From an optimization exercise on the open Yosys and OpenROAD flow, aimed at small area, a short achievable clock period and few clock cycles per item; shortcuts taken in it are not production practice.
The RTL was checked by simulation tests, not by an equivalence proof against the original design.
Power and IR drop assume default switching activity.

## flow/design.v (module list and top-level ports; edited modules follow where they fit)
// module polygon_convexity_check: 155 lines
// module pcc_booth_enc: 20 lines
// module pcc_cross: 2615 lines
module polygon_convexity_check #(
  parameter int COORD_WIDTH = 16
) (
  input  logic                          clk,
  input  logic                          rst,
  input  logic                          vertex_valid,
  output logic                          vertex_ready,
  input  logic signed [COORD_WIDTH-1:0] vertex_x,
  input  logic signed [COORD_WIDTH-1:0] vertex_y,
  input  logic                          last_vertex,
  output logic                          result_valid,
  input  logic                          result_ready,
  output logic                          is_convex,
  output logic                          too_few
);
  // ...
==> flow/flow/run.sh <==
#!/bin/bash
# Layout flow: the standard flow (standard.sh) unchanged except for one step in
# synthesis. Before Yosys's fine-grained synthesis runs ABC, the adder trees of the RTL
# (plain XOR / majority gates) are mapped to full- and half-adder cells, so ABC cannot
# restructure them first; extracting them afterwards leaves inverters between the adder
# cells. Everything else, including the registers, is the standard synthesis.
set -euo pipefail
HERE=$(pwd)
FL=$HERE/flow

# synthesis script: ORFS's synth.tcl with the early adder extraction inserted
python3 - "$FLOW_HOME/scripts/synth.tcl" "$HERE/synth_fa.tcl" <<'PYEOF'
import sys
src = open(sys.argv[1]).read()
anchor = """if {
  [env_var_exists_and_non_empty SYNTH_WRAPPED_OPERATORS] ||
  [env_var_exists_and_non_empty SWAP_ARITH_OPERATORS]
} {
  source $::env(SCRIPTS_DIR)/synth_wrap_operators.tcl
} else {"""
early = """# early full-adder extraction (this flow's only change to synthesis)
opt -fast -full
memory_map
opt -full
techmap -map +/techmap.v -map $::env(FLOW_HOME)/platforms/common/lcu_kogge_stone.v
opt -fast
extract_fa {*}[dont_use_extract_fa_args]
techmap -map $::env(ADDER_MAP_FILE)
opt -fast

"""
assert src.count(anchor) == 1, "synth.tcl anchor not found"
open(sys.argv[2], "w").write(src.replace(anchor, early + anchor))
PYEOF
# The standard flow's synthesis wrapper, sourcing the script above instead of synth.tcl
sed "s|\$::env(SCRIPTS_DIR)/synth.tcl|$HERE/synth_fa.tcl|" synth_recipe.tcl > synth_recipe_fa.tcl
grep -q "synth_fa.tcl" synth_recipe_fa.tcl
# standard.sh with that synthesis wrapper, for the synth target only
sed "s|SYNTH_SCRIPT=[^ ]*|SYNTH_SCRIPT=$HERE/synth_recipe_fa.tcl|" standard.sh > standard_fa.sh
grep -q "synth_recipe_fa.tcl" standard_fa.sh

bash standard_fa.sh synth > synth.log 2>&1
bash standard.sh finish > finish.log 2>&1
==> flow/standard.sh <==
#!/bin/bash
# synth_recipe.tcl (not shown) runs the flow's synth.tcl, then flattens the netlist and writes it again
# the make line also repeats each setting of config.mk as NAME=value (left out here)
make -C /OpenROAD-flow-scripts/flow DESIGN_CONFIG=/design/flow/config.mk WORK_HOME=/design/flow/orfs CLKGATE_MAP_FILE= SYNTH_SCRIPT=/design/flow/synth_recipe.tcl "${@:-finish}"
==> flow/config.mk <==
export PLATFORM = sky130hd
export DESIGN_NAME = polygon_convexity_check
export DESIGN_NICKNAME = polygon_convexity_check
export VERILOG_FILES = /design/flow/design.v
export SDC_FILE = /design/flow/constraint.sdc
export NUM_CORES = 4
export LEC_CHECK = 0
export ABC_AREA = 1
export CAP_MARGIN = 20
export CORE_MARGIN = 2
export CORE_UTILIZATION = 40
export CTS_CLUSTER_DIAMETER = 70
export CTS_CLUSTER_SIZE = 26
export PLACE_DENSITY = 0.6
export SETUP_SLACK_MARGIN = 4.2
export SLEW_MARGIN = 20
==> flow/constraint.sdc <==
create_clock -name core_clock -period 7.5 [get_ports {clk}]
set_input_delay 1.5000 -clock core_clock [delete_from_list [all_inputs] [get_ports {clk}]]
set_output_delay 1.5000 -clock core_clock [all_outputs]
set_load 0.01 [all_outputs]
==> impl_metrics.xml, run 1 <==
<?xml version="1.0" encoding="UTF-8"?>
<metrics>
  <group name="cts">
    <metric name="clk_transition_reported_paths" unit="ns">0.10</metric>
    <metric name="clock_tree_from_tritoncts" unit="">built</metric>
  </group>
  <group name="job">
    <metric name="drv.max_cap_violation_count" unit="">0</metric>
  </group>
  <group name="pwr">
    <metric name="swShare" unit="%">37.3</metric>
    <metric name="total_power" unit="mW">7.34</metric>
  </group>
  <group name="global_routing">
    <metric name="use_met3" unit="%">3.60</metric>
    <metric name="grt_antenna_before_repair" unit="">0</metric>
  </group>
  <group name="critical_path">
    <metric name="timing.critical_path.from" unit="">b_y[16]</metric>
    <metric name="timing.critical_path.required" unit="ns">7.99</metric>
    <metric name="cpMaxStageDelayCell" unit="">sky130_fd_sc_hd__edfxtp_1</metric>
  </group>
  <group name="synthesis">
    <metric name="synthDistinctLibCells" unit="">48</metric>
    <metric name="async_reset_ff_share" unit="%">0</metric>
    <metric name="synthXorXnorAreaFrac" unit="%">11.6</metric>
    <metric name="post_synth_top_area_share" unit="%">21.4</metric>
    <metric name="yosys.cell_count.top_type" unit="">sky130_fd_sc_hd__xor2_1</metric>
  </group>
  <group name="cells_and_area">
    <metric name="layoutNonFillerInstCount" unit="">3328</metric>
    <metric name="layout.cells.largest_class" unit="">multi-input combinational cells</metric>
    <metric name="fin_nets" unit="">2867</metric>
    <metric name="postLayoutCellArea" unit="mm2">0.0280</metric>
    <metric name="sh_seq_area" unit="%">33.2</metric>
    <metric name="layout.cells.most_common" unit="">sky130_fd_sc_hd__xor2_1</metric>
  </group>
  <group name="floorplanning">
    <metric name="floorplan.rows" unit="">93</metric>
  </group>
  <group name="place">
    <metric name="globalplace.congestion" unit="">0.978</metric>
  </group>
  <group name="run_status">
    <metric name="outcome" unit="">no timing/DRC/antenna violations</metric>
  </group>
  <group name="route">
    <metric name="via_per_inst" unit="">5.38</metric>
    <metric name="met3_wirelength" unit="mm">5.54</metric>
  </group>
  <group name="timing">
    <metric name="max_slew_margin" unit="%">35.3</metric>
    <metric name="fmax" unit="MHz">304</metric>
  </group>
  <group name="min_path">
    <metric name="hold_path.class" unit="">reg2reg</metric>
  </group>
</metrics>
Testbench counts, summed over its fixed seeds: cycles 59,325, items 59,266.
==> run 2, diff against run 1 <==
--- a/flow/config.mk
+++ b/flow/config.mk
@@ -13,4 +13,4 @@
 export CTS_CLUSTER_SIZE = 26
 export PLACE_DENSITY = 0.6
-export SETUP_SLACK_MARGIN = 4.2
+export SETUP_SLACK_MARGIN = 4.4
 export SLEW_MARGIN = 20
==> impl_metrics.xml, run 2 <==
<?xml version="1.0" encoding="UTF-8"?>
<metrics>
  <group name="run_status">
    <metric name="outcome" unit="">no timing/DRC/antenna violations</metric>
  </group>
  <group name="critical_path">
    <metric name="worst_ep_arrival_time" unit="ns">3.62</metric>
    <metric name="path_common_cell" unit="">sky130_fd_sc_hd__fa_1</metric>
    <metric name="critical_path.endpoint_type" unit="">flip-flop</metric>
    <metric name="critical_path.reg2reg.endpoint" unit="">u_cross.rg_17_3</metric>
    <metric name="criticalPathCategory" unit="">reg2reg</metric>
    <metric name="path_buf_inv" unit="">2</metric>
    <metric name="rr_startpoint" unit="">a_enc[30]</metric>
    <metric name="worstPathCellList" unit="">inv_1 &gt; o22ai_1 &gt; xor2_1 &gt; fa_1 &gt; inv_1 &gt; fa_1 &gt; fa_1</metric>
    <metric name="critPathMaxStageDelay" unit="ns">0.66</metric>
    <metric name="timing.critical_path.fanout_max" unit="">16</metric>
    <metric name="regToRegSetupSlack" unit="ns">4.34</metric>
    <metric name="r2r.worst_path.cells" unit="">7</metric>
    <metric name="kind_of_cell_adding_the_most_delay_to_the_critical_path" unit="">adder cells</metric>
    <metric name="cpMaxStageDelayCell" unit="">sky130_fd_sc_hd__fa_1</metric>
    <metric name="timing.critical_path.required" unit="ns">7.96</metric>
    <metric name="critPathLaunchType" unit="">flip-flop</metric>
  </group>
  <group name="cts">
    <metric name="cts_htree_levels" unit="">1</metric>
    <metric name="clk_transition_reported_paths" unit="ns">0.09</metric>
    <metric name="post_cts_hold_buffer_count" unit="">0</metric>
    <metric name="cts_max_path_buffers" unit="">3</metric>
    <metric name="clock_tree_from_tritoncts" unit="">built</metric>
    <metric name="clock_latency" unit="ns">0.59</metric>
    <metric name="numCtsBuffers" unit="">25</metric>
    <metric name="numClockSinks" unit="">392</metric>
    <metric name="ctsRootBufferMaster" unit="">sky130_fd_sc_hd__clkbuf_16</metric>
  </group>
  <group name="cells_and_area">
    <metric name="max_flop_register" unit="">a_enc</metric>
    <metric name="post-route-util" unit="%">44.1</metric>
    <metric name="multi_input_comb_area" unit="mm2">0.0150</metric>
    <metric name="layout.cells.most_common" unit="">sky130_fd_sc_hd__xor2_1</metric>
    <metric name="filler_cell_count" unit="">6104</metric>
    <metric name="drive_above_1_share" unit="%">9.29</metric>
    <metric name="max_ffs_per_register" unit="">52</metric>
    <metric name="layout_common_cells" unit="">sky130_fd_sc_hd__xor2_1, sky130_fd_sc_hd__nand2_1, sky130_fd_sc_hd__fa_1</metric>
    <metric name="area_growth_syn_to_layout" unit="%">9.49</metric>
    <metric name="area.sequential" unit="mm2">0.00928</metric>
    <metric name="n_antenna_cell" unit="">0</metric>
    <metric name="fin_nets" unit="">2902</metric>
  </group>
  <group name="timing">
    <metric name="finalMaxSlewViolations" unit="">0</metric>
    <metric name="fin_tns_setup" unit="ns">0</metric>
    <metric name="fin_hold_ws" unit="ns">0.332</metric>
    <metric name="tightestPinTransition" unit="ns">0.882</metric>
    <metric name="rsz0062_at_grt" unit="">yes</metric>
    <metric name="max_slew_margin" unit="%">41.2</metric>
    <metric name="fmax" unit="MHz">316</metric>
    <metric name="finalSetupViolations" unit="">0</metric>
    <metric name="layout_worst_path_cycle_share" unit="%">42.2</metric>
    <metric name="layout_min_cycle_time" unit="ns">3.16</metric>
    <metric name="finalClockSkew" unit="ns">0.0256</metric>
    <metric name="final_hold_violation_count" unit="">0</metric>
  </group>
  <group name="min_path">
    <metric name="worst_hold_startpoint" unit="">xend</metric>
    <metric name="hold_end" unit="">yend</metric>
    <metric name="min_path_cells" unit="">0</metric>
    <metric name="hold_path.class" unit="">reg2reg</metric>
  </group>
  <group name="global_routing">
    <metric name="use_met3" unit="%">3.82</metric>
    <metric name="grt_antenna_before_repair" unit="">0</metric>
    <metric name="overall_fraction_of_global_route_tracks_in_use" unit="%">20.6</metric>
    <metric name="wire_length_of_the_first_global_routing_pass" unit="mm">107</metric>
    <metric name="met2_usage" unit="%">32.9</metric>
    <metric name="vias_in_the_first_global_route" unit="">18600</metric>
    <metric name="pin_count_of_the_biggest_net_entering_global_routing" unit="">62</metric>
    <metric name="grt_util_met1" unit="%">27.6</metric>
    <metric name="grt_busiest_layer" unit="">met2</metric>
    <metric name="grt-ovfl-total" unit="">0</metric>
  </group>
  <group name="floorplanning">
    <metric name="floorplan.rows" unit="">93</metric>
    <metric name="die_w" unit="um">258</metric>
    <metric name="initial_utilization" unit="%">40.3</metric>
    <metric name="io_pins" unit="">41</metric>
    <metric name="core-area" unit="mm2">0.0642</metric>
    <metric name="floorplan.die.height" unit="um">258</metric>
    <metric name="fp.dieArea" unit="mm2">0.0667</metric>
  </group>
  <group name="pwr">
    <metric name="swShare" unit="%">36.9</metric>
    <metric name="comb_power_share" unit="%">43.0</metric>
    <metric name="worst_ir_drop_vdd" unit="mV">0.148</metric>
    <metric name="clkPwrFrac" unit="%">20.4</metric>
    <metric name="power_density" unit="mW/mm2">256</metric>
    <metric name="static-leakage-power" unit="nW">11.9</metric>
    <metric name="p_int" unit="mW">4.57</metric>
    <metric name="total_power" unit="mW">7.24</metric>
    <metric name="power.share.sequential" unit="%">36.6</metric>
    <metric name="switching_power" unit="mW">2.67</metric>
  </group>
  <group name="synthesis">
    <metric name="ys_seq_area_share" unit="%">35.8</metric>
    <metric name="ys_dominant_reg_cell" unit="">sky130_fd_sc_hd__dfxtp_1</metric>
    <metric name="postSynthNetCount" unit="">2905</metric>
    <metric name="syn_area" unit="mm2">0.0259</metric>
    <metric name="postSynthRegisterBits" unit="">392</metric>
    <metric name="yosys_warnings" unit="">4</metric>
    <metric name="synthCells" unit="">2491</metric>
    <metric name="synthDominantAreaCellType" unit="">sky130_fd_sc_hd__fa_1</metric>
    <metric name="synthDistinctLibCells" unit="">48</metric>
    <metric name="post_synth_top_area_share" unit="%">21.4</metric>
    <metric name="async_reset_ff_share" unit="%">0</metric>
    <metric name="yosys.cell_count.top_type" unit="">sky130_fd_sc_hd__xor2_1</metric>
    <metric name="netlist_top_cells_count" unit="">sky130_fd_sc_hd__xor2_1, sky130_fd_sc_hd__nand2_1, sky130_fd_sc_hd__fa_1, sky130_fd_sc_hd__inv_1, sky130_fd_sc_hd__o22ai_1</metric>
    <metric name="ranking_of_synthesized_cells_by_area" unit="">sky130_fd_sc_hd__fa_1, sky130_fd_sc_hd__dfxtp_1, sky130_fd_sc_hd__edfxtp_1</metric>
    <metric name="average_size_of_a_mapped_cell" unit="um2">10.4</metric>
    <metric name="synth-edff-count" unit="">142</metric>
  </group>
  <group name="route">
    <metric name="drc" unit="">0</metric>
    <metric name="postRouteWirelength" unit="mm">69.7</metric>
    <metric name="route.vias.total" unit="">18100</metric>
    <metric name="antenna_violating_nets_post_route" unit="">0</metric>
    <metric name="via_per_inst" unit="">5.39</metric>
    <metric name="routedWlPerCell" unit="um">20.7</metric>
    <metric name="dr.first_iter.drc_count" unit="">1912</metric>
    <metric name="drt_pre_antenna_iters" unit="">6</metric>
  </group>
  <group name="job">
    <metric name="drv.max_cap_violation_count" unit="">0</metric>
  </group>
  <group name="place">
    <metric name="globalplace.congestion" unit="">0.968</metric>
    <metric name="io_buffer_count" unit="">40</metric>
    <metric name="place.detailed.hpwl" unit="mm">51.6</metric>
  </group>
</metrics>
==> run 2: cell counts after synthesis <==
No cell type changed its count.
==> run 2: area by class of cell <==
class	count	area share, %
multi-input cells	1670	53.1
flip-flops and latches	392	32.8
inverters	312	4.48
well taps	855	3.78
repair buffers	87	2.81
clock buffers	29	2.34
clock inverters	17	0.680
==> run 2: cell families (layout without fill, tap and decap cells) <==
logic type               count (synthesis)  in the layout  synth area share, %
flip-flops                             392            392                 35.8
AO/OA/AOI/OAI                          435            435                 10.8
multiplexers                            28             28                 1.08
AND/OR/NAND/NOR                        485            486                 7.87
XOR/XNOR                               344            344                 11.6
adder cells (fa/ha/maj)                377            377                 26.2
buffers and inverters                  430            445                 6.54
==> run 2: how the worst max path moves through the flow <==
stage,endpoint,from,cells past startpoint
final,u_cross.rg_17_3,a_enc[30],7
after global routing,b_y[15],vertex_y[6],11
after CTS,u_cross.rg_17_3,b_x[2],6
after detailed placement,a_enc[31],rst,9
after global placement,a_enc[43],rst,9
after floorplan,e0_y[16],vertex_y[0],12
==> run 2: power by group through the flow <==
stage	clock network, mW	registers [mW]	logic (mW)
6_report	1.48	2.65	3.12
3_5_place_dp	0	2.70	3.15
5_1_grt	1.60	2.68	3.62
3_3_place_gp	0	2.69	3.08
4_1_cts	1.52	2.65	3.19
2_1_floorplan	0	2.66	2.29
==> run 2: stage by stage <==
step	setup slack (ns)	instance area, um2	std cells
2_1_floorplan	4.40	25900	2491
3_3_place_gp	3.22	26900	3275
3_5_place_dp	3.08	26900	3275
4_1_cts	4.33	27900	3325
5_1_grt	4.31	28300	3362
6_report	4.34	28300	3362
==> run 2: metal layers <==
metal,routed length (um),vias to the layer above
li1,-,8191
met1,29100,8864
met2,31800,875
met3,5760,199
met4,3120,0
met5,0,-
==> run 2: what timing repair did <==
action | in CTS | in global routing
setup buffers | 4 | 36
endpoints found under the hold margin | 0 | 0
setup endpoints to repair | 181 | 95
cloned | 0 | 1
resized for setup | 42 | 53
pin swaps | 1 | 26
==> run 3, diff against run 2 <==
--- a/flow/config.mk
+++ b/flow/config.mk
@@ -10,7 +10,7 @@
 export CORE_MARGIN = 2
 export CORE_UTILIZATION = 40
-export CTS_CLUSTER_DIAMETER = 70
-export CTS_CLUSTER_SIZE = 26
-export PLACE_DENSITY = 0.6
+export CTS_CLUSTER_DIAMETER = 80
+export CTS_CLUSTER_SIZE = 30
+export PLACE_DENSITY = 0.7
 export SETUP_SLACK_MARGIN = 4.4
 export SLEW_MARGIN = 20
==> impl_metrics.xml, run 3 <==
<?xml version="1.0" encoding="UTF-8"?>
<metrics>
  <group name="cells_and_area">
    <metric name="max_flop_register" unit="">a_enc</metric>
    <metric name="max_ffs_per_register" unit="">52</metric>
    <metric name="area_growth_syn_to_layout" unit="%">10.2</metric>
    <metric name="n_antenna_cell" unit="">0</metric>
    <metric name="layout_common_cells" unit="">sky130_fd_sc_hd__xor2_1, sky130_fd_sc_hd__nand2_1, sky130_fd_sc_hd__fa_1</metric>
    <metric name="layout.cells.most_common" unit="">sky130_fd_sc_hd__xor2_1</metric>
    <metric name="drive_above_1_share" unit="%">9.31</metric>
    <metric name="fin_nets" unit="">2910</metric>
  </group>
  <group name="synthesis">
    <metric name="async_reset_ff_share" unit="%">0</metric>
    <metric name="synth-edff-count" unit="">142</metric>
    <metric name="synthCells" unit="">2491</metric>
    <metric name="ys_dominant_reg_cell" unit="">sky130_fd_sc_hd__dfxtp_1</metric>
    <metric name="synthDominantAreaCellType" unit="">sky130_fd_sc_hd__fa_1</metric>
    <metric name="netlist_top_cells_count" unit="">sky130_fd_sc_hd__xor2_1, sky130_fd_sc_hd__nand2_1, sky130_fd_sc_hd__fa_1, sky130_fd_sc_hd__inv_1, sky130_fd_sc_hd__o22ai_1</metric>
    <metric name="average_size_of_a_mapped_cell" unit="um2">10.4</metric>
    <metric name="yosys.cell_count.top_type" unit="">sky130_fd_sc_hd__xor2_1</metric>
    <metric name="post_synth_top_area_share" unit="%">21.4</metric>
    <metric name="yosys_warnings" unit="">4</metric>
    <metric name="postSynthNetCount" unit="">2905</metric>
    <metric name="syn_area" unit="mm2">0.0259</metric>
    <metric name="ranking_of_synthesized_cells_by_area" unit="">sky130_fd_sc_hd__fa_1, sky130_fd_sc_hd__dfxtp_1, sky130_fd_sc_hd__edfxtp_1</metric>
    <metric name="postSynthRegisterBits" unit="">392</metric>
    <metric name="ys_seq_area_share" unit="%">35.8</metric>
    <metric name="synthDistinctLibCells" unit="">48</metric>
  </group>
  <group name="job">
    <metric name="drv.max_cap_violation_count" unit="">0</metric>
  </group>
  <group name="route">
    <metric name="antenna_violating_nets_post_route" unit="">0</metric>
    <metric name="dr.first_iter.drc_count" unit="">1778</metric>
    <metric name="drt_pre_antenna_iters" unit="">6</metric>
    <metric name="routedWlPerCell" unit="um">21.0</metric>
    <metric name="via_per_inst" unit="">5.45</metric>
    <metric name="drc" unit="">0</metric>
    <metric name="route.vias.total" unit="">18400</metric>
    <metric name="postRouteWirelength" unit="mm">70.8</metric>
  </group>
  <group name="floorplanning">
    <metric name="floorplan.rows" unit="">93</metric>
    <metric name="floorplan.die.height" unit="um">258</metric>
    <metric name="core-area" unit="mm2">0.0642</metric>
    <metric name="die_w" unit="um">258</metric>
    <metric name="io_pins" unit="">41</metric>
    <metric name="fp.dieArea" unit="mm2">0.0667</metric>
    <metric name="initial_utilization" unit="%">40.3</metric>
  </group>
  <group name="global_routing">
    <metric name="grt-ovfl-total" unit="">0</metric>
    <metric name="wire_length_of_the_first_global_routing_pass" unit="mm">109</metric>
    <metric name="pin_count_of_the_biggest_net_entering_global_routing" unit="">62</metric>
    <metric name="vias_in_the_first_global_route" unit="">18900</metric>
    <metric name="overall_fraction_of_global_route_tracks_in_use" unit="%">20.9</metric>
    <metric name="grt_antenna_before_repair" unit="">1</metric>
  </group>
  <group name="critical_path">
    <metric name="critPathLaunchType" unit="">flip-flop</metric>
    <metric name="criticalPathCategory" unit="">reg2reg</metric>
    <metric name="critical_path.endpoint_type" unit="">flip-flop</metric>
    <metric name="worst_ep_arrival_time" unit="ns">3.52</metric>
    <metric name="timing.critical_path.required" unit="ns">7.98</metric>
    <metric name="timing.critical_path.fanout_max" unit="">16</metric>
  </group>
  <group name="timing">
    <metric name="final_hold_violation_count" unit="">0</metric>
    <metric name="fmax" unit="MHz">328</metric>
    <metric name="finalMaxSlewViolations" unit="">0</metric>
    <metric name="layout_min_cycle_time" unit="ns">3.04</metric>
    <metric name="max_slew_margin" unit="%">32.2</metric>
    <metric name="finalClockSkew" unit="ns">0.0243</metric>
    <metric name="tightestPinTransition" unit="ns">1.02</metric>
    <metric name="layout_worst_path_cycle_share" unit="%">40.6</metric>
    <metric name="finalSetupViolations" unit="">0</metric>
    <metric name="fin_tns_setup" unit="ns">0</metric>
    <metric name="fin_hold_ws" unit="ns">0.339</metric>
    <metric name="rsz0062_at_grt" unit="">yes</metric>
  </group>
  <group name="cts">
    <metric name="clock_latency" unit="ns">0.60</metric>
    <metric name="clock_tree_from_tritoncts" unit="">built</metric>
    <metric name="cts_max_path_buffers" unit="">3</metric>
    <metric name="post_cts_hold_buffer_count" unit="">0</metric>
    <metric name="numClockSinks" unit="">392</metric>
    <metric name="ctsRootBufferMaster" unit="">sky130_fd_sc_hd__clkbuf_16</metric>
    <metric name="numCtsBuffers" unit="">24</metric>
    <metric name="cts_htree_levels" unit="">1</metric>
    <metric name="clk_transition_reported_paths" unit="ns">0.11</metric>
  </group>
  <group name="pwr">
    <metric name="switching_power" unit="mW">2.74</metric>
    <metric name="power_density" unit="mW/mm2">256</metric>
    <metric name="worst_ir_drop_vdd" unit="mV">0.208</metric>
    <metric name="p_int" unit="mW">4.56</metric>
    <metric name="comb_power_share" unit="%">42.5</metric>
    <metric name="static-leakage-power" unit="nW">12.0</metric>
    <metric name="swShare" unit="%">37.5</metric>
    <metric name="power.share.sequential" unit="%">36.2</metric>
    <metric name="clkPwrFrac" unit="%">21.3</metric>
  </group>
  <group name="run_status">
    <metric name="outcome" unit="">no timing/DRC/antenna violations</metric>
  </group>
  <group name="place">
    <metric name="io_buffer_count" unit="">40</metric>
    <metric name="place.detailed.hpwl" unit="mm">51.9</metric>
    <metric name="globalplace.congestion" unit="">0.978</metric>
  </group>
  <group name="min_path">
    <metric name="hold_path.class" unit="">reg2reg</metric>
  </group>
</metrics>
-- run 3: cell counts after synthesis --
No cell type changed its count.
-- run 3: logic make-up (layout without fill, tap and decap cells) --
logic type                 after synthesis  after routing  share of synthesized area (%)
AOI/OAI and AO/OA                      435            435                           10.8
xor gates and xnor gates               344            344                           11.6
adders and majority gates              377            377                           26.2
buffers and inverters                  430            452                           6.54
DFF                                    392            392                           35.8
muxes                                   28             28                           1.08
and+or+nand+nor                        485            486                           7.87
-- run 3: power groups by stage --
stage          Clock (mW)  Sequential (mW)  Combinational (mW)
2_1_floorplan           0             2.66                2.29
3_3_place_gp            0             2.68                3.04
3_5_place_dp            0             2.70                3.12
4_1_cts              1.59             2.65                3.15
5_1_grt              1.67             2.67                3.58
6_report             1.56             2.64                3.11
-- run 3: metal layers --
metal	vias up	wire length, um	GRT usage (%)
met5	-	13	0
met1	9034	29200	28.0
met4	2	2590	7.11
met3	173	6290	4.58
li1	8195	-	-
met2	951	32700	33.6
-- run 3: metrics by stage --
step	instance area [um2]	setup WS [ns]	total power, mW	std cells	utilization (%)
2_1_floorplan	25900	4.40	4.94	2491	-
3_5_place_dp	26900	3.09	5.82	3279	41.9
4_1_cts	28100	4.40	7.39	3337	43.7
6_report	28500	4.46	7.30	3369	44.4
5_1_grt	28500	4.39	7.93	3369	44.4
3_3_place_gp	26900	3.22	5.72	3279	41.9
-- run 3: what timing repair did --
item | CTS | global route
hold endpoints to repair | 0 | 0
cloned | 0 | 1
setup buffers | 14 | 31
pin swaps | 3 | 14
setup endpoints to repair | 210 | 88
gates resized for setup | 47 | 41
-- run 3: final timing paths --
check,start,end,slack [ns],cells past startpoint
max,a_enc[42],u_cross.rg_17_4,4.46,6
min,xend,yend,0.34,0
max reg2reg,a_enc[42],u_cross.rg_17_4,4.46,6
min reg2reg,xend,yend,0.34,0
-- run 3: area by class of cell --
| cell class | count | area (um2) |
|---|---|---|
| Clock buffer | 27 | 622 |
| Timing Repair Buffer | 96 | 900 |
| Inverter | 312 | 1260 |
| Fill cell | 5963 | 35700 |
| Tap cell | 855 | 1070 |
| Multi-Input combinational cell | 1670 | 15100 |
| Sequential cell | 392 | 9280 |
| Clock inverter | 17 | 303 |
-- run 3: worst max-delay path: stages (launching register included) --
cell and delay [ns]:
sky130_fd_sc_hd__dfxtp_1 0.37, sky130_fd_sc_hd__inv_1 0.60, sky130_fd_sc_hd__o22ai_1 0.21, sky130_fd_sc_hd__xor2_1 0.21, sky130_fd_sc_hd__fa_1 0.49, sky130_fd_sc_hd__fa_1 0.52, sky130_fd_sc_hd__fa_1 0.49
==> run 4, diff against run 3 <==
--- a/flow/config.mk
+++ b/flow/config.mk
@@ -12,5 +12,5 @@
 export CTS_CLUSTER_DIAMETER = 80
 export CTS_CLUSTER_SIZE = 30
-export PLACE_DENSITY = 0.7
+export PLACE_DENSITY = 0.6
 export SETUP_SLACK_MARGIN = 4.4
 export SLEW_MARGIN = 20
==> impl_metrics.xml, run 4 <==
<?xml version="1.0" encoding="UTF-8"?>
<metrics>
  <group name="run_status">
    <metric name="outcome" unit="">no timing/DRC/antenna violations</metric>
  </group>
  <group name="timing">
    <metric name="final_hold_violation_count" unit="">0</metric>
    <metric name="fmax" unit="MHz">327</metric>
    <metric name="fin_tns_setup" unit="ns">0</metric>
    <metric name="max_slew_margin" unit="%">40.5</metric>
    <metric name="finalClockSkew" unit="ns">0.0367</metric>
    <metric name="tightestPinTransition" unit="ns">0.891</metric>
    <metric name="layout_worst_path_cycle_share" unit="%">40.8</metric>
    <metric name="finalSetupViolations" unit="">0</metric>
    <metric name="layout_min_cycle_time" unit="ns">3.06</metric>
    <metric name="finalMaxSlewViolations" unit="">0</metric>
    <metric name="fin_hold_ws" unit="ns">0.338</metric>
    <metric name="rsz0062_at_grt" unit="">yes</metric>
  </group>
  <group name="synthesis">
    <metric name="ranking_of_synthesized_cells_by_area" unit="">sky130_fd_sc_hd__fa_1, sky130_fd_sc_hd__dfxtp_1, sky130_fd_sc_hd__edfxtp_1</metric>
    <metric name="synth_top_family_by_area" unit="">adder cells</metric>
    <metric name="synthMuxAreaShare" unit="%">1.08</metric>
    <metric name="synth-adder-area-share" unit="%">26.2</metric>
    <metric name="synthCells" unit="">2491</metric>
    <metric name="synthDominantAreaCellType" unit="">sky130_fd_sc_hd__fa_1</metric>
    <metric name="syn_area" unit="mm2">0.0259</metric>
    <metric name="post_synth_top_area_share" unit="%">21.4</metric>
    <metric name="async_reset_ff_share" unit="%">0</metric>
    <metric name="synth-edff-count" unit="">142</metric>
    <metric name="ys_seq_area_share" unit="%">35.8</metric>
    <metric name="synth-compound-area-share" unit="%">10.8</metric>
    <metric name="synthDistinctLibCells" unit="">48</metric>
    <metric name="postSynthRegisterBits" unit="">392</metric>
    <metric name="synthXorXnorAreaFrac" unit="%">11.6</metric>
    <metric name="average_size_of_a_mapped_cell" unit="um2">10.4</metric>
    <metric name="yosys.cell_count.top_type" unit="">sky130_fd_sc_hd__xor2_1</metric>
    <metric name="netlist_top_cells_count" unit="">sky130_fd_sc_hd__xor2_1, sky130_fd_sc_hd__nand2_1, sky130_fd_sc_hd__fa_1, sky130_fd_sc_hd__inv_1, sky130_fd_sc_hd__o22ai_1</metric>
    <metric name="yosys_warnings" unit="">4</metric>
    <metric name="postSynthNetCount" unit="">2905</metric>
    <metric name="ys_dominant_reg_cell" unit="">sky130_fd_sc_hd__dfxtp_1</metric>
    <metric name="synthSimpleGateAreaFrac" unit="%">7.87</metric>
  </group>
  <group name="global_routing">
    <metric name="grt-ovfl-total" unit="">0</metric>
    <metric name="overall_fraction_of_global_route_tracks_in_use" unit="%">20.7</metric>
    <metric name="pin_count_of_the_biggest_net_entering_global_routing" unit="">62</metric>
    <metric name="wire_length_of_the_first_global_routing_pass" unit="mm">107</metric>
    <metric name="grt_antenna_before_repair" unit="">0</metric>
    <metric name="vias_in_the_first_global_route" unit="">18600</metric>
  </group>
  <group name="cts">
    <metric name="post_cts_hold_buffer_count" unit="">0</metric>
    <metric name="ctsRootBufferMaster" unit="">sky130_fd_sc_hd__clkbuf_16</metric>
    <metric name="clock_tree_from_tritoncts" unit="">built</metric>
    <metric name="cts_htree_levels" unit="">1</metric>
    <metric name="numCtsBuffers" unit="">22</metric>
    <metric name="numClockSinks" unit="">392</metric>
    <metric name="clk_transition_reported_paths" unit="ns">0.11</metric>
    <metric name="clock_latency" unit="ns">0.58</metric>
    <metric name="cts_max_path_buffers" unit="">3</metric>
  </group>
  <group name="cells_and_area">
    <metric name="layout_common_cells" unit="">sky130_fd_sc_hd__xor2_1, sky130_fd_sc_hd__nand2_1, sky130_fd_sc_hd__fa_1</metric>
    <metric name="max_ffs_per_register" unit="">52</metric>
    <metric name="drive_above_1_share" unit="%">9.35</metric>
    <metric name="filler_cell_count" unit="">6109</metric>
    <metric name="fin_nets" unit="">2901</metric>
    <metric name="postLayoutCellArea" unit="mm2">0.0283</metric>
    <metric name="layout.cells.most_common" unit="">sky130_fd_sc_hd__xor2_1</metric>
    <metric name="max_flop_register" unit="">a_enc</metric>
    <metric name="area_growth_syn_to_layout" unit="%">9.49</metric>
    <metric name="n_antenna_cell" unit="">0</metric>
  </group>
  <group name="critical_path">
    <metric name="regToRegSetupSlack" unit="ns">4.44</metric>
    <metric name="timing.critical_path.required" unit="ns">7.95</metric>
    <metric name="timing.critical_path.fanout_max" unit="">16</metric>
    <metric name="criticalPathCategory" unit="">reg2reg</metric>
    <metric name="critPathLaunchType" unit="">flip-flop</metric>
    <metric name="critical_path.endpoint_type" unit="">flip-flop</metric>
    <metric name="r2r.worst_path.cells" unit="">6</metric>
    <metric name="critical_path.reg2reg.endpoint" unit="">u_cross.rg_17_3</metric>
    <metric name="rr_startpoint" unit="">b_x[8]</metric>
    <metric name="worst_ep_arrival_time" unit="ns">3.51</metric>
  </group>
  <group name="floorplanning">
    <metric name="core-area" unit="mm2">0.0642</metric>
    <metric name="floorplan.die.height" unit="um">258</metric>
    <metric name="floorplan.rows" unit="">93</metric>
    <metric name="initial_utilization" unit="%">40.3</metric>
    <metric name="fp.dieArea" unit="mm2">0.0667</metric>
    <metric name="io_pins" unit="">41</metric>
    <metric name="die_w" unit="um">258</metric>
  </group>
  <group name="route">
    <metric name="postRouteWirelength" unit="mm">69.9</metric>
    <metric name="drt_pre_antenna_iters" unit="">8</metric>
    <metric name="dr.first_iter.drc_count" unit="">1889</metric>
    <metric name="drc" unit="">0</metric>
    <metric name="antenna_violating_nets_post_route" unit="">0</metric>
    <metric name="via_per_inst" unit="">5.37</metric>
    <metric name="route.vias.total" unit="">18000</metric>
    <metric name="routedWlPerCell" unit="um">20.8</metric>
  </group>
  <group name="pwr">
    <metric name="power.share.sequential" unit="%">36.6</metric>
    <metric name="static-leakage-power" unit="nW">11.9</metric>
    <metric name="swShare" unit="%">36.8</metric>
    <metric name="power_density" unit="mW/mm2">255</metric>
    <metric name="p_int" unit="mW">4.57</metric>
    <metric name="worst_ir_drop_vdd" unit="mV">0.225</metric>
    <metric name="comb_power_share" unit="%">43.0</metric>
    <metric name="clkPwrFrac" unit="%">20.3</metric>
    <metric name="total_power" unit="mW">7.22</metric>
    <metric name="switching_power" unit="mW">2.66</metric>
  </group>
  <group name="min_path">
    <metric name="worst_hold_startpoint" unit="">xend</metric>
    <metric name="min_path_cells" unit="">0</metric>
    <metric name="hold_path.class" unit="">reg2reg</metric>
    <metric name="hold_end" unit="">yend</metric>
  </group>
  <group name="place">
    <metric name="placement.cell_area" unit="mm2">0.0269</metric>
    <metric name="globalplace.congestion" unit="">0.968</metric>
    <metric name="io_buffer_count" unit="">40</metric>
    <metric name="place.detailed.hpwl" unit="mm">51.6</metric>
  </group>
  <group name="job">
    <metric name="drv.max_cap_violation_count" unit="">0</metric>
  </group>
</metrics>
## run 4: cell counts after synthesis
Identical to the previous run, type by type.
## run 4: metal layers
| metal | vias up | wire, um | global-route usage [%] |
|---|---|---|---|
| met5 | - | 0 | 0 |
| met4 | 0 | 2860 | 8.86 |
| met3 | 173 | 5720 | 4.01 |
| met2 | 846 | 32100 | 33.1 |
| met1 | 8840 | 29200 | 27.6 |
| li1 | 8184 | - | - |
## run 4: kinds of logic after synthesis
family	Yosys count
xor+xnor	344
buf+inv	430
mux	28
compound gates	435
fa+ha+maj	377
simple gates	485
flops	392
## run 4: what timing repair did
item                                    in CTS  in global routing
buffers inserted                             6                 36
endpoints found under the setup margin     182                 89
cloned                                       0                  1
resized for setup                           46                 49
pin swaps                                    3                 18
## run 4: per-stage QoR
stage	utilization (%)	cells	setup WS, ns
after floorplan	-	2491	4.40
after global placement	41.9	3275	3.22
after detailed placement	41.9	3275	3.08
after CTS	43.4	3321	4.40
after global routing	44.1	3358	4.30
final	44.1	3358	4.44
## run 4: how the worst max path moves through the flow
stage	start	to	slack [ns]
floorplan	vertex_y[0]	e0_y[16]	4.40
finish	b_x[8]	u_cross.rg_17_3	4.44
detailed placement	rst	a_enc[31]	3.08
global route	vertex_y[6]	b_y[11]	4.30
CTS	rst	a_enc[31]	4.40
global placement	rst	a_enc[43]	3.22
## run 4: power by group through the flow
stage / combinational, mW / clock (mW) / sequential (mW)
5_1_grt: 3.62 / 1.60 / 2.68
2_1_floorplan: 2.29 / 0 / 2.66
4_1_cts: 3.19 / 1.53 / 2.65
3_3_place_gp: 3.08 / 0 / 2.69
3_5_place_dp: 3.15 / 0 / 2.70
6_report: 3.11 / 1.47 / 2.65
## run 4: layout make-up
type	instances	area (um2)	share of cell area, %
inverter	312	1270	4.48
clock inverter	16	268	0.945
clock buffer	24	579	2.05
timing repair buffer	89	806	2.84
sequential	392	9290	32.8
multi-input combinational	1670	15000	53.1
tap	855	1070	3.78
## run 4: worst max-delay path: stages (launching register included)
cell and delay (ns):
sky130_fd_sc_hd__edfxtp_1 0.52, sky130_fd_sc_hd__clkinvlp_4 0.44, sky130_fd_sc_hd__o22ai_1 0.29, sky130_fd_sc_hd__xor2_1 0.25, sky130_fd_sc_hd__fa_1 0.48, sky130_fd_sc_hd__fa_1 0.54
sky130_fd_sc_hd__fa_1 0.42
==> run 5, diff against run 4 <==
==> flow/run.sh (new file) <==
#!/bin/bash
# synth_recipe.tcl (not shown) runs the flow's synth.tcl, then flattens the netlist and writes it again
# the make line also repeats each setting of config.mk as NAME=value (left out here)
make -C /OpenROAD-flow-scripts/flow DESIGN_CONFIG=/design/flow/config.mk WORK_HOME=/design/flow/orfs CLKGATE_MAP_FILE= SYNTH_SCRIPT=/design/flow/synth_recipe.tcl finish
removed: flow/flow/run.sh
removed: flow/standard.sh
==> impl_metrics.xml, run 5 <==
<?xml version="1.0" encoding="UTF-8"?>
<metrics>
  <group name="timing">
    <metric name="finalMaxSlewViolations" unit="">0</metric>
    <metric name="tightestPinTransition" unit="ns">0.898</metric>
    <metric name="fin_tns_setup" unit="ns">0</metric>
    <metric name="fmax" unit="MHz">323</metric>
    <metric name="final_hold_violation_count" unit="">0</metric>
    <metric name="finalClockSkew" unit="ns">0.0255</metric>
    <metric name="rsz0062_at_grt" unit="">yes</metric>
    <metric name="max_slew_margin" unit="%">40.1</metric>
    <metric name="finalSetupViolations" unit="">0</metric>
    <metric name="layout_min_cycle_time" unit="ns">3.10</metric>
    <metric name="postLayoutSetupSlackWorst" unit="ns">4.40</metric>
    <metric name="fin_hold_ws" unit="ns">0.338</metric>
    <metric name="layout_worst_path_cycle_share" unit="%">41.3</metric>
  </group>
  <group name="floorplanning">
    <metric name="io_pins" unit="">41</metric>
    <metric name="initial_utilization" unit="%">40.5</metric>
    <metric name="floorplan.rows" unit="">94</metric>
    <metric name="fp.dieArea" unit="mm2">0.0689</metric>
    <metric name="floorplan.die.height" unit="um">263</metric>
    <metric name="die_w" unit="um">263</metric>
    <metric name="core-area" unit="mm2">0.0660</metric>
  </group>
  <group name="cts">
    <metric name="numClockSinks" unit="">392</metric>
    <metric name="clk_transition_reported_paths" unit="ns">0.10</metric>
    <metric name="post_cts_hold_buffer_count" unit="">0</metric>
    <metric name="cts_max_path_buffers" unit="">3</metric>
    <metric name="cts_htree_levels" unit="">1</metric>
    <metric name="numCtsBuffers" unit="">24</metric>
    <metric name="clock_tree_from_tritoncts" unit="">built</metric>
    <metric name="ctsRootBufferMaster" unit="">sky130_fd_sc_hd__clkbuf_16</metric>
    <metric name="clock_latency" unit="ns">0.61</metric>
  </group>
  <group name="cells_and_area">
    <metric name="fin_nets" unit="">3168</metric>
    <metric name="n_antenna_cell" unit="">0</metric>
    <metric name="postLayoutCellArea" unit="mm2">0.0293</metric>
    <metric name="layout.cells.most_common" unit="">sky130_fd_sc_hd__inv_1</metric>
    <metric name="post-route-util" unit="%">44.5</metric>
    <metric name="layoutNonFillerInstCount" unit="">3660</metric>
    <metric name="area_growth_syn_to_layout" unit="%">9.74</metric>
    <metric name="drive_above_1_share" unit="%">9.01</metric>
    <metric name="layout_common_cells" unit="">sky130_fd_sc_hd__inv_1, sky130_fd_sc_hd__nand2_1, sky130_fd_sc_hd__xor2_1</metric>
    <metric name="max_ffs_per_register" unit="">52</metric>
    <metric name="max_flop_register" unit="">a_enc</metric>
  </group>
  <group name="critical_path">
    <metric name="worst_ep_arrival_time" unit="ns">3.57</metric>
    <metric name="timing.critical_path.required" unit="ns">7.97</metric>
    <metric name="criticalPathCategory" unit="">reg2reg</metric>
    <metric name="critPathLaunchType" unit="">flip-flop</metric>
    <metric name="timing.critical_path.fanout_max" unit="">15</metric>
    <metric name="critical_path.endpoint_type" unit="">flip-flop</metric>
  </group>
  <group name="place">
    <metric name="place.detailed.hpwl" unit="mm">55.5</metric>
    <metric name="post-place-cells" unit="">3582</metric>
    <metric name="globalplace.congestion" unit="">0.981</metric>
    <metric name="placement.cell_area" unit="mm2">0.0279</metric>
    <metric name="pre_cts_setup_slack" unit="ns">2.80</metric>
    <metric name="io_buffer_count" unit="">40</metric>
  </group>
  <group name="route">
    <metric name="postRouteWirelength" unit="mm">74.5</metric>
    <metric name="antenna_violating_nets_post_route" unit="">0</metric>
    <metric name="routedWlPerCell" unit="um">20.4</metric>
    <metric name="via_per_inst" unit="">5.18</metric>
    <metric name="drc" unit="">0</metric>
    <metric name="dr.first_iter.drc_count" unit="">1617</metric>
    <metric name="route.vias.total" unit="">19000</metric>
    <metric name="drt_pre_antenna_iters" unit="">8</metric>
  </group>
  <group name="global_routing">
    <metric name="grt-ovfl-total" unit="">0</metric>
    <metric name="overall_fraction_of_global_route_tracks_in_use" unit="%">21.6</metric>
    <metric name="met2_usage" unit="%">34.8</metric>
    <metric name="grt_busiest_layer" unit="">met2</metric>
    <metric name="grt_antenna_before_repair" unit="">0</metric>
    <metric name="wire_length_of_the_first_global_routing_pass" unit="mm">116</metric>
    <metric name="use_met3" unit="%">3.59</metric>
    <metric name="vias_in_the_first_global_route" unit="">19500</metric>
    <metric name="grt_util_met1" unit="%">29.1</metric>
    <metric name="pin_count_of_the_biggest_net_entering_global_routing" unit="">62</metric>
  </group>
  <group name="synthesis">
    <metric name="post_synth_top_area_share" unit="%">20.3</metric>
    <metric name="postSynthNetCount" unit="">3168</metric>
    <metric name="yosys_warnings" unit="">4</metric>
    <metric name="average_size_of_a_mapped_cell" unit="um2">9.63</metric>
    <metric name="ys_dominant_reg_cell" unit="">sky130_fd_sc_hd__dfxtp_1</metric>
    <metric name="yosys.cell_count.top_type" unit="">sky130_fd_sc_hd__inv_1</metric>
    <metric name="netlist_top_cells_count" unit="">sky130_fd_sc_hd__inv_1, sky130_fd_sc_hd__nand2_1, sky130_fd_sc_hd__xor2_1, sky130_fd_sc_hd__fa_1, sky130_fd_sc_hd__o22ai_1</metric>
    <metric name="syn_area" unit="mm2">0.0267</metric>
    <metric name="postSynthRegisterBits" unit="">392</metric>
    <metric name="async_reset_ff_share" unit="%">0</metric>
    <metric name="ys_seq_area_share" unit="%">34.7</metric>
    <metric name="synthDominantAreaCellType" unit="">sky130_fd_sc_hd__fa_1</metric>
    <metric name="synthCells" unit="">2778</metric>
    <metric name="ranking_of_synthesized_cells_by_area" unit="">sky130_fd_sc_hd__fa_1, sky130_fd_sc_hd__dfxtp_1, sky130_fd_sc_hd__edfxtp_1</metric>
    <metric name="synth-edff-count" unit="">142</metric>
    <metric name="synthDistinctLibCells" unit="">45</metric>
  </group>
  <group name="run_status">
    <metric name="outcome" unit="">no timing/DRC/antenna violations</metric>
  </group>
  <group name="job">
    <metric name="drv.max_cap_violation_count" unit="">0</metric>
  </group>
  <group name="pwr">
    <metric name="power_density" unit="mW/mm2">180</metric>
    <metric name="total_power" unit="mW">5.27</metric>
    <metric name="static-leakage-power" unit="nW">13.3</metric>
    <metric name="worst_ir_drop_vdd" unit="mV">0.228</metric>
  </group>
  <group name="min_path">
    <metric name="hold_path.class" unit="">reg2reg</metric>
  </group>
</metrics>
==> run 5: cell types whose count changed after synthesis, moves of 10 or more <==
cell	delta
sky130_fd_sc_hd__o21ai_0	-11
sky130_fd_sc_hd__nand2_1	+63
sky130_fd_sc_hd__a21oi_1	-10
sky130_fd_sc_hd__ha_1	-19
sky130_fd_sc_hd__xnor2_1	-13
sky130_fd_sc_hd__inv_1	+251
sky130_fd_sc_hd__xor2_1	+16
sky130_fd_sc_hd__clkinv_1	+14
==> run 5: kinds of logic after synthesis <==
family	count (synthesis)	synth area share, %
AOI/OAI and AO/OA	411	10.2
xor gates and xnor gates	347	11.4
adders and majority gates	354	24.2
buffers and inverters	696	10.0
DFF	392	34.7
muxes	29	1.09
and+or+nand+nor	549	8.51
==> run 5: power breakdown <==
group	internal, mW	total, mW	switching (mW)
logic	0.543	1.36	0.818
registers	2.34	2.38	0.0423
clock network	0.664	1.53	0.865
total	3.55	5.27	1.73
==> run 5: final timing paths <==
path | start | endpoint | slack (ns) | cells past startpoint
setup / recovery | a_enc[35] | u_cross.rg_18_3 | 4.40 | 5
hold / removal | yfirst | wfirst | 0.34 | 0
setup reg to reg | a_enc[35] | u_cross.rg_18_3 | 4.40 | 5
hold reg to reg | yfirst | wfirst | 0.34 | 0
==> run 5: critical path: stages (launching register included) <==
cell,delay [ns]
sky130_fd_sc_hd__dfxtp_1,0.68
sky130_fd_sc_hd__inv_2,0.38
sky130_fd_sc_hd__xor2_1,0.38
sky130_fd_sc_hd__fa_1,0.49
sky130_fd_sc_hd__fa_1,0.58
sky130_fd_sc_hd__fa_1,0.43
==> run 5: area by class of cell <==
| type | count | area (um2) |
|---|---|---|
| Fill cell | 6253 | 36600 |
| Tap cell | 864 | 1080 |
| Inverter | 579 | 2280 |
| Clock inverter | 18 | 272 |
| Sequential cell | 392 | 9280 |
| Clock buffer | 26 | 608 |
| Timing Repair Buffer | 88 | 862 |
| Multi-Input combinational cell | 1693 | 15000 |
==> run 5: layer usage <==
metal	wire (um)	share of wire, %
met4	3030	4.1
met3	5570	7.5
met2	33900	46
met1	32000	43
met5	0	0
==> run 5: what timing repair did <==
action,in CTS,in global routing
setup endpoints to repair,243,42
setup buffers,7,24
gates resized for setup,53,51
pin swaps,3,13
gates cloned,3,0

==> port drivers added, routing unchanged <==
In the flow no input, the clock included, has a driving cell. The finished layouts below were timed again as built, in two steps. Step 1, drivers: a clkbuf_16 drives clk and a buf_2 each remaining input, both assumed. Step 2 also shifts input and output timing later by t, the mid clock arrival at the registers, as if the neighbouring blocks saw the same clock. Three values: ideal, step 1, step 2; two values: the first two.
run	shift t [ns]	setup slack, ns	slew at the worst register clock pin (ns)
run 1	0.655	4.215 / 4.215 / 3.730	0.10 / 0.10
run 2	0.635	4.337 / 4.337 / 3.888	0.10 / 0.10
run 3	0.647	4.455 / 4.437 / 3.875	0.11 / 0.11
run 4	0.619	4.438 / 4.424 / 3.879	0.11 / 0.11
run 5	0.661	4.402 / 4.402 / 3.878	0.11 / 0.11
After both steps every run listed still meets setup and hold. The setup slack of run 3, which loses most, moves by -0.018 ns with the drivers and by -0.580 ns with both steps.
